Source: an optimization exercise on an open RTL-to-GDS flow (aim: small area, a short achievable clock period and few clock cycles per item). Production flows keep margins and buffers that such runs may drop. The RTL was checked by simulation tests, not by an equivalence proof against the original design. No activity file was given, so power comes from the tool's default toggle rates.

## P
// dm_responder
module dm_responder #(
   parameter int unsigned DEPTH = 64
) (
   input  logic        clk,
   input  logic        rst_n,
   input  logic        req_valid,
   output logic        req_ready,
   input  logic [31:0] req_addr,
   input  logic [31:0] req_wdata,
   input  logic        req_read,
   input  logic        req_write,
   output logic        rsp_valid,
   input  logic        rsp_ready,
   output logic [31:0] rsp_rdata,
   output logic        rsp_err
);
Size: about 4,000 cells after synthesis, roughly 2,100 flip-flops, roughly 110 I/O pins, about 76,000 um2 of cells after synthesis.
Settings: LEC_CHECK=0, CAP_MARGIN=20, CORE_MARGIN=2, CORE_UTILIZATION=60, CTS_BUF_LIST=sky130_fd_sc_hd__clkbuf_16, CTS_CLUSTER_DIAMETER=50, CTS_CLUSTER_SIZE=30, PLACE_DENSITY=0.7, SETUP_SLACK_MARGIN=2.0, SLEW_MARGIN=70; clock period 4.5 ns.
run.sh (not shown) runs the stock make flow with config.mk's settings and CLKGATE_MAP_FILE= SYNTH_SCRIPT=/design/flow/synth_recipe.tcl, a recipe that flattens the netlist after the stock synthesis.
P completed end to end with timing, DRC and antenna clean.
Testbench counts of P, summed over its fixed seeds: cycles 3,216, items 3,200.
Edits applied to the flow inputs when going from P to Q:
Settings: CTS_CLUSTER_DIAMETER: 50 -> 60; CTS_CLUSTER_SIZE: 30 -> 40; SLEW_MARGIN: 70 -> 20.
### Flow results
The final layouts of Q and P pass the timing, design-rule and antenna checks.
Going from P to Q, first-pass GRT wire length shows a reduction of about 2.2%, final-layout non-clock buffer area share fell by 3.8 points.
Between Q and P, the clock share of power is higher for P.
Looking at overall power consumption, Q sits about 4.7% below P.
Amount of wire on met3 after detailed routing of Q falls short of that of P by more than 10%.
Clock network area share down 0.63 points in Q wrt P
Relative to Q, the following input files were edited for R:
Settings: CTS_CLUSTER_DIAMETER changed from 60 to 50; CTS_CLUSTER_SIZE changed from 40 to 30; SLEW_MARGIN changed from 20 to 70; SETUP_SLACK_MARGIN changed from 2.0 to 2.2.
## What came out
| R | all stages done | FAIL | antenna violations |. From Q to R the numbers moved as follows: worst slew margin relative to its limit +40 points, slew at the pin with the worst max-slew slack has decreased, routed wire length has increased, sequential share of layout area went down, clock-buffer cell count went up. Compared with Q, R degrades power. The higher final critical-path required period of Q and R is in Q. Between Q and R, the flow reports met1 layer wirelength in the final routing increasing slightly.

The RTL this note starts from:
==> flow/design.v <==
package dm_pkg;
   localparam int unsigned CNT_W = 4;
   typedef logic [CNT_W-1:0] dm_cnt_t;
   typedef enum logic [1:0] {
      IDLE = 2'd0,
      WAIT = 2'd1,
      RESP = 2'd2
   } dm_state_t;
   typedef struct packed {
      logic misaligned;     
      logic out_of_range;   
      logic bad_cmd;        
   } dm_err_t;
   function automatic dm_err_t dm_check(input logic [31:0] addr,
                                        input logic        rd,
                                        input logic        wr,
                                        input int unsigned depth);
      dm_err_t e;
      e.misaligned   = (addr[1:0] != 2'b00);
      e.out_of_range = ({2'b00, addr[31:2]} >= depth);
      e.bad_cmd      = (rd == wr);
      dm_check = e;
   endfunction
endpackage
module dm_array (
   input  logic        clk,
   input  logic [7:0]  i_wrow,
   input  logic [7:0]  i_rrow,
   input  logic [7:0]  i_col,
   input  logic [31:0] i_wdata,
   output logic [31:0] o_rdata
);
   logic [31:0] r_mem [64];
   logic [31:0] w_row_data [8];
   always_ff @(posedge clk) begin
      for (int w = 0; w < 64; w++) begin
         if (i_wrow[w/8] && i_col[w%8]) r_mem[w] <= i_wdata;
      end
   end
   always_comb begin
      o_rdata = '0;
      for (int r = 0; r < 8; r++) begin
         w_row_data[r] = '0;
         for (int c = 0; c < 8; c++) w_row_data[r] = w_row_data[r] | (r_mem[8*r+c] & {32{i_col[c]}});
         o_rdata = o_rdata | (w_row_data[r] & {32{i_rrow[r]}});
      end
   end
endmodule
module dm_responder #(
   parameter int unsigned DEPTH = 64
) (
   input  logic        clk,
   input  logic        rst_n,
   input  logic        req_valid,
   output logic        req_ready,
   input  logic [31:0] req_addr,
   input  logic [31:0] req_wdata,
   input  logic        req_read,
   input  logic        req_write,
   output logic        rsp_valid,
   input  logic        rsp_ready,
   output logic [31:0] rsp_rdata,
   output logic        rsp_err
);
   logic        r_s1_valid;
   logic [7:0]  r_s1_wrow;      
   logic [7:0]  r_s1_rrow;      
   logic [7:0]  r_s1_col;       
   logic        r_s1_err;
   logic [31:0] r_s1_wdata;
   logic        r_rsp_valid;
   logic        r_full;         
   logic        r_rsp_err;
   logic [31:0] r_rsp_rdata;
   dm_pkg::dm_err_t w_err;
   logic        w_bad;
   logic        w_s2_free;
   logic        w_s1_free;
   logic        w_s1_valid_nx;
   logic        w_rsp_valid_nx;
   logic [7:0]  w_row;
   logic [7:0]  w_col;
   logic [31:0] w_rdata;
   assign w_err     = dm_pkg::dm_check(req_addr, req_read, req_write, DEPTH);
   assign w_bad     = |w_err;
   assign w_s2_free = !r_rsp_valid || rsp_ready;
   assign w_s1_free = !r_full || rsp_ready;
   assign w_s1_valid_nx  = w_s1_free ? req_valid  : r_s1_valid;
   assign w_rsp_valid_nx = w_s2_free ? r_s1_valid : r_rsp_valid;
   always_comb begin
      for (int i = 0; i < 8; i++) begin
         w_row[i] = (req_addr[7:5] == 3'(i));
         w_col[i] = (req_addr[4:2] == 3'(i));
      end
   end
   dm_array u_array (
      .clk     (clk),
      .i_wrow  (r_s1_wrow),
      .i_rrow  (r_s1_rrow),
      .i_col   (r_s1_col),
      .i_wdata (r_s1_wdata),
      .o_rdata (w_rdata)
   );
   always_ff @(posedge clk or negedge rst_n) begin
      if (!rst_n) begin
         r_s1_valid  <= 1'b0;
         r_s1_wrow   <= '0;
         r_rsp_valid <= 1'b0;
         r_full      <= 1'b0;
      end else begin
         r_full <= w_s1_valid_nx && w_rsp_valid_nx;
         if (w_s1_free) begin
            r_s1_valid <= req_valid;
            r_s1_wrow  <= (req_valid && req_write && !w_bad) ? w_row : '0;
         end
         if (w_s2_free) begin
            r_rsp_valid <= r_s1_valid;
         end
      end
   end
   always_ff @(posedge clk) begin
      if (w_s1_free) begin
         r_s1_rrow  <= (req_read && !w_bad) ? w_row : '0;
         r_s1_col   <= w_col;
         r_s1_err   <= w_bad;
         r_s1_wdata <= req_wdata;
      end
      if (w_s2_free) begin
         r_rsp_err   <= r_s1_err;
         r_rsp_rdata <= w_rdata;
      end
   end
   assign req_ready = w_s1_free;
   assign rsp_valid = r_rsp_valid;
   assign rsp_err   = r_rsp_err;
   assign rsp_rdata = r_rsp_rdata;
endmodule
==> flow/config.mk <==
export PLATFORM = sky130hd
export DESIGN_NAME = dm_responder
export DESIGN_NICKNAME = dm_responder
export VERILOG_FILES = /design/flow/design.v
export SDC_FILE = /design/flow/constraint.sdc
export NUM_CORES = 4
export LEC_CHECK = 0
export CAP_MARGIN = 20
export CORE_MARGIN = 2
export CORE_UTILIZATION = 60
export CTS_BUF_LIST = sky130_fd_sc_hd__clkbuf_16
export CTS_CLUSTER_DIAMETER = 60
export CTS_CLUSTER_SIZE = 40
export PLACE_DENSITY = 0.75
export SETUP_SLACK_MARGIN = 2.0
export SLEW_MARGIN = 20
==> flow/constraint.sdc <==
create_clock -name core_clock -period 4.5 [get_ports {clk}]
set_input_delay 0.9000 -clock core_clock [delete_from_list [all_inputs] [get_ports {clk}]]
set_output_delay 0.9000 -clock core_clock [all_outputs]
set_load 0.01 [all_outputs]
Testbench counts at the start, summed over its fixed seeds: cycles 3,216, items 3,200.
Rerun with:
--- a/flow/config.mk
+++ b/flow/config.mk
@@ -12,5 +12,5 @@
 export CTS_CLUSTER_DIAMETER = 60
 export CTS_CLUSTER_SIZE = 40
-export PLACE_DENSITY = 0.75
-export SETUP_SLACK_MARGIN = 2.0
+export PLACE_DENSITY = 0.7
+export SETUP_SLACK_MARGIN = 1.9
 export SLEW_MARGIN = 20
=> The changed run produced a clean layout; cell count went down by about 0.46%; combinational power decreases by about 5%; routed wire length barely changes; clock power is about the same; non-clock buffer count drops by 19; setup slack degrades by 0.064 ns; total power shrinks by about 0.54%; via count falls by about 1.7%; synthesized cell count stays the same; core utilization decreases by 0.32 points; hold slack degrades by 0.020 ns.

Another version of the RTL of dm_responder (not shown whole).
Size: about 4000 cells after synthesis, ~2100 flip-flops, roughly 110 I/O pins, about 76000 µm² of cells after synthesis.
clock: 4.5 ns
lec_check: 0
cap_margin: 20
core_margin: 2
core_utilization: 60
cts_buf_list: sky130_fd_sc_hd__clkbuf_16
cts_cluster_diameter: 60
cts_cluster_size: 40
place_density: 0.7
setup_slack_margin: 2.2
slew_margin: 20
The starting point passed the timing, design-rule and antenna checks.
Testbench counts at the start, summed over its fixed seeds: cycles 3,216, items 3,200.
Change:
SETUP_SLACK_MARGIN = 2.0   (was 2.2)
The new run completed without violations.
Cell count drops slightly.
Sequential share of layout area is higher by 2.2 points.
Non-clock buffer count decreases by 86.
Via count came out lower by a few percent.
Total power came out lower slightly.
Final area shrinks by a few percent.
Count of clock-buffer cells in the layout stays the same.
Worst setup slack is better by 89 ps.

[port drivers added, routing unchanged]
Ports are ideal in the flow. The routed layouts listed here were re-timed in OpenROAD. Step 1 (the two cells are an assumption about what drives the block):
set clk [get_ports {clk}]
set_driving_cell -lib_cell sky130_fd_sc_hd__clkbuf_16 $clk
set_driving_cell -lib_cell sky130_fd_sc_hd__buf_2 [delete_from_list [all_inputs] $clk]
Step 2, shift: input delay + t, output delay - t, t = (earliest + latest rising clock arrival at the registers) / 2. This alone moves slack from input paths to output paths. a / b / c = ideal ports / drivers / drivers and shift; a / b = the first two.
run	shift t [ns]	setup WS [ns]	worst setup path at the end	clock arrival spread, ns	worst register clock-pin slew, ns
P	0.871	1.963 / 1.914 / 1.562	input to register	0.042 / 0.042	0.10 / 0.10
Q	0.839	1.958 / 1.931 / 1.600	input to register	0.040 / 0.041	0.11 / 0.11
R	0.861	1.991 / 1.936 / 1.580	input to register	0.045 / 0.045	0.10 / 0.10
the first run of note 2	0.841	1.912 / 1.912 / 1.594	input to register	0.056 / 0.055	0.11 / 0.11
the second run of note 2	0.837	1.848 / 1.848 / 1.590	input to register	0.041 / 0.041	0.11 / 0.11
the first run of note 3	0.850	1.807 / 1.728 / 1.687	input to register	0.051 / 0.052	0.11 / 0.11
the second run of note 3	0.840	1.897 / 1.816 / 1.690	input to register	0.039 / 0.038	0.10 / 0.10
For R, which loses most, drivers alone change the setup slack by -0.055 ns; drivers and shift together by -0.411 ns.
